From an optimization exercise on the open Yosys and OpenROAD flow, aimed at small area, a short achievable clock period and few clock cycles per item; shortcuts taken in it are not production practice. Function was checked by simulation only, so behaviour that the tests miss may differ from the original. Power and IR drop assume default switching activity.

Setup of job 4777:
## averaged_sensor_range_event_unit
module averaged_sensor_range_event_unit #(
  parameter int AVERAGE_COUNT = 10
) (
  input  logic                                      clk,
  input  logic                                      rst_n,
  input  logic                                      in_valid,
  output logic                                      in_ready,
  input  logic signed [asre_pkg::SAMPLE_W-1:0]      in_sample,
  output logic                                      out_valid,
  input  logic                                      out_ready,
  output logic signed [asre_pkg::SAMPLE_W-1:0]      out_reported_value,
  output logic                                      out_range_event,
  input  logic                                      cfg_we,
  input  logic [asre_pkg::CFG_INDEX_W-1:0]          cfg_index,
  input  logic [asre_pkg::CFG_DATA_W-1:0]           cfg_wdata
);
  localparam int SAMPLE_W = asre_pkg::SAMPLE_W;
  localparam logic [asre_pkg::CFG_INDEX_W-1:0] REG_DELTA_THRESHOLD = asre_pkg::REG_DELTA_THRESHOLD;
  localparam logic [asre_pkg::CFG_INDEX_W-1:0] REG_UPPER_LIMIT     = asre_pkg::REG_UPPER_LIMIT;
  localparam logic [asre_pkg::CFG_INDEX_W-1:0] REG_LOWER_LIMIT     = asre_pkg::REG_LOWER_LIMIT;
  localparam logic        [SAMPLE_W-1:0] DELTA_THRESHOLD_RESET = asre_pkg::DELTA_THRESHOLD_RESET;
  localparam logic signed [SAMPLE_W-1:0] UPPER_LIMIT_RESET     = asre_pkg::UPPER_LIMIT_RESET;
  localparam logic signed [SAMPLE_W-1:0] LOWER_LIMIT_RESET     = asre_pkg::LOWER_LIMIT_RESET;
  logic        [SAMPLE_W-1:0] delta_thr_r;
  logic signed [SAMPLE_W-1:0] upper_r;
  logic signed [SAMPLE_W-1:0] lower_r;
  logic                       adv;
  logic                       k_valid;
  logic signed [SAMPLE_W-1:0] k_sample;
  logic                       a_valid, b_valid, c_valid;
  logic signed [SAMPLE_W-1:0] a_sample, b_sample, c_sample;
  logic                       b_first, c_first, b_end, c_end, c_range;
  logic                       seen_a;
  logic                       out_valid_r;
  logic signed [SAMPLE_W-1:0] held_r, held_nxt;
  logic                       event_r, event_nxt;
  logic [3:0]  cnt_r;
  logic        start_r, end_r;
  logic [20:0] acc_r, acc_nxt, a_add;
  logic        a_first, a_acc;
  logic [20:0] y1_nxt, y1_r;
  logic [15:0] avg;
  logic signed [SAMPLE_W+1:0] dp, dn;
  ...
Size in the first run: ~1100 cells after synthesis, roughly 190 flip-flops, ~58 I/O pins, about 12000 sq um of cells after synthesis.
export LEC_CHECK = 0
export CAP_MARGIN = 20
export CORE_MARGIN = 2
export CORE_UTILIZATION = 40
export SLEW_MARGIN = 20
create_clock -name core_clock -period 12.0 [get_ports {clk}]
standard.sh (not shown) runs the stock make flow with config.mk's settings and CLKGATE_MAP_FILE= SYNTH_SCRIPT=/design/flow/synth_recipe.tcl, a recipe that flattens the netlist after the stock synthesis.
==> flow/flow/run.sh <==
#!/bin/bash
set -euo pipefail
bash standard.sh \
  SETUP_SLACK_MARGIN=8.5 \
  "BUFFER_PORTS_ARGS=-buffer_cell sky130_fd_sc_hd__buf_4" \
  finish > standard.log 2>&1
Job 4777 has completed all stages; timing, DRC and antenna checks passed.
Testbench counts of job 4777, summed over its fixed seeds: cycles 16,032, items 16,000.
The following lists how job 2817 was set up differently from job 4777:
- ABC_AREA newly set to 1
- CORE_UTILIZATION changed from 40 to 72
Findings:
- Row global-route usage over all layers: job 2817 higher / job 4777 lower
- Compared with job 4777, in job 2817 reported clock group power went up about 4%; starting DRC count in detailed routing went up about 20%; synthesis-to-finish area growth went down 5.4 points.
- Comparing job 4777 and job 2817, the higher register-to-register slack was measured on job 2817.
- Looking at start point of the critical path, the acc_r[5] result is from job 4777; the held_r[10] one comes from job 2817.
- Clock tree buffer count of the final layout was lower in job 2817 than in job 4777.
- Changes observed in job 2817 relative to job 4777: met2 track utilization from global routing shows an increase of 26 points, critical path depth moved down.
- Job 2817 vs job 4777, cell with the biggest individual delay on the critical path: sky130_fd_sc_hd__edfxtp_1 vs sky130_fd_sc_hd__fa_1
Relative to job 2817, the following input files were edited for job 6194:
- swapping 72 for 40 in CORE_UTILIZATION
--- a/flow/flow/run.sh
+++ b/flow/flow/run.sh
@@ -3,3 +3,3 @@
 bash standard.sh \
-  SETUP_SLACK_MARGIN=8.5 \
+  SETUP_SLACK_MARGIN=9.2 \
   "BUFFER_PORTS_ARGS=-buffer_cell sky130_fd_sc_hd__buf_4" \
Job 6194 vs. job 2817: final non-filler cell area moved up; fraction of cell area in non-clock buffers picked up an extra 8.3 points; overall power shows an increase of 15%; register-to-register slack now sits higher.
Per the comparison of job 6194 with job 2817, final period utilization went down, final cell count went up by 291.
Comparing job 2817 and job 6194, the higher area enclosed by the die boundary was measured on job 6194.
Cmp job 2817 and job 6194 / flip-flop and latch share of the layout cell area / higher: job 2817
Re worst max-slew margin expressed relative to the limit: job 2817 and job 6194 aren't equal, and the lower value belongs to job 6194.
Comparing clock share of power for job 2817 and job 6194, the smaller number came from job 6194.
diff inputs: job 6194 => job 4814
- ABC_AREA no longer set, was 1
==> flow/run.sh (new file) <==
#!/bin/bash
# synth_recipe.tcl (not shown) runs the flow's synth.tcl, then flattens the netlist and writes it again
# the make line also repeats each setting of config.mk as NAME=value (left out here)
make -C /OpenROAD-flow-scripts/flow DESIGN_CONFIG=/design/flow/config.mk WORK_HOME=/design/flow/orfs CLKGATE_MAP_FILE= SYNTH_SCRIPT=/design/flow/synth_recipe.tcl finish
removed: flow/flow/run.sh
removed: flow/standard.sh
==> run summary <==
Fill cell instance count of the final layout (lower): job 6194. Termination of the worst setup path: out_reported_value[6] -> job 6194, held_r[1] -> job 4814. Looking at final HPWL from detailed placement across job 6194 and job 4814, the one that comes out lower is job 4814. Diff job 6194 -> job 4814: number of multi-input combinational cells has decreased; final-layout clock-cell area share has increased. Comparing job 6194 and job 4814, the lower gate count of the mapped netlist is on job 4814. Between job 6194 and job 4814, the routed wire length is lower for job 4814.
[inputs] job 8373 vs job 4814
- CORE_UTILIZATION now 60, was 40
- ABC_AREA now 1, previously not set
==> flow/flow/run.sh (new file) <==
#!/bin/bash
set -euo pipefail
bash standard.sh \
  SETUP_SLACK_MARGIN=8.5 \
  "BUFFER_PORTS_ARGS=-buffer_cell sky130_fd_sc_hd__buf_4" \
  finish > standard.log 2>&1
==> flow/standard.sh (new file) <==
#!/bin/bash
# synth_recipe.tcl (not shown) runs the flow's synth.tcl, then flattens the netlist and writes it again
# the make line also repeats each setting of config.mk as NAME=value (left out here)
make -C /OpenROAD-flow-scripts/flow DESIGN_CONFIG=/design/flow/config.mk WORK_HOME=/design/flow/orfs CLKGATE_MAP_FILE= SYNTH_SCRIPT=/design/flow/synth_recipe.tcl "${@:-finish}"
removed: flow/run.sh
[summary]
- The final layout from job 8373, which completed every stage, passed the timing, design-rule and antenna checks at the end of the flow.
- Relative to job 4814, the number of tapcells of job 8373 is lower by 115.
- For job 4814, the most common cell after layout, fill and taps aside was sky130_fd_sc_hd__ha_1, unlike job 8373, where it was sky130_fd_sc_hd__nand2_1.
- Sequential cell area share, job 8373 and job 4814, higher one = job 4814.
- Across both runs, post-synthesis cell type count was lower for job 8373 than for job 4814.
- Summary of job 8373 over job 4814: clock power share decreased by 1.7 points relative to the old numbers; number of standard cells after synthesis higher; critical path depth lost 3; worst setup slack picked up an extra 0.89 ns.
- When job 8373 is measured against job 4814, its vertical die dimension turns out 16% lower.
- Row final hold slack: job 8373 higher / job 4814 lower
- Post-synthesis net count for job 8373: 302 up relative to job 4814
- When the final numbers for job 8373 and job 4814 were put side by side, the synthesized area per cell turned out to be smaller in job 8373.
diff inputs: job 8373 => job 3446
- CORE_UTILIZATION changed from 60 to 40
[summary]
Looking at part of the total power dissipated in sequential elements, job 3446 sits 0.2 points lower than job 8373 does. Job 8373 → job 3446: instance area after placement has increased; site row count saw an increase; maximum resistive drop on vdd down 8.7%; minimum setup slack after placement decreased by 0.024 ns relative to the old numbers. All-layer global routing usage was higher in job 8373 than in job 3446. Summary: hold slack, job 3446 worse than job 8373. Changes observed in job 3446 relative to job 8373: final cell count saw an increase; setup slack went up. The lower clock tree cell share of total cell area came out of job 3446. Job 3446 vs job 8373 — area taken by multi-input logic gates climbed slightly.

==> port drivers added, routing unchanged <==
No port has a modelled driver above. Below, the same layouts with a new extraction and two added sets of constraints. Step 1: set_driving_cell puts a clkbuf_16 on clk and a buf_2 on each other input, an assumption about the parent block. Step 2, shift: input delay + t, output delay - t, t = (earliest + latest rising clock arrival at the registers) / 2. This alone moves slack from input paths to output paths. Slacks: no drivers / after step 1 / after step 2; pairs: no drivers / after step 1.
| run | t (ns) | setup WS [ns] | hold WS [ns] | worst setup path at the end | worst slew at a driven data input, ns |
|---|---|---|---|---|---|
| job 4777 | 0.484 | 8.436 / 8.406 / 8.214 | 0.447 / 0.447 / 0.447 | input to register | 0.05 |
| job 2817 | 0.491 | 8.523 / 8.473 / 8.156 | 0.424 / 0.424 / 0.424 | input to register | 0.06 |
| job 6194 | 0.476 | 8.549 / 8.501 / 8.273 | 0.436 / 0.436 / 0.436 | input to register | 0.06 |
| job 4814 | 0.481 | 7.620 / 7.651 / 7.170 | 0.430 / 0.430 / 0.430 | input to register | 0.04 |
| job 8373 | 0.487 | 8.508 / 8.461 / 8.180 | 0.436 / 0.436 / 0.436 | input to register | 0.04 |
| job 3446 | 0.477 | 8.547 / 8.500 / 8.219 | 0.433 / 0.433 / 0.433 | input to register | 0.04 |
After both steps every run listed still meets setup and hold. The setup slack of job 4814, which loses most, moves by +0.031 ns with the drivers and by -0.450 ns with both steps.
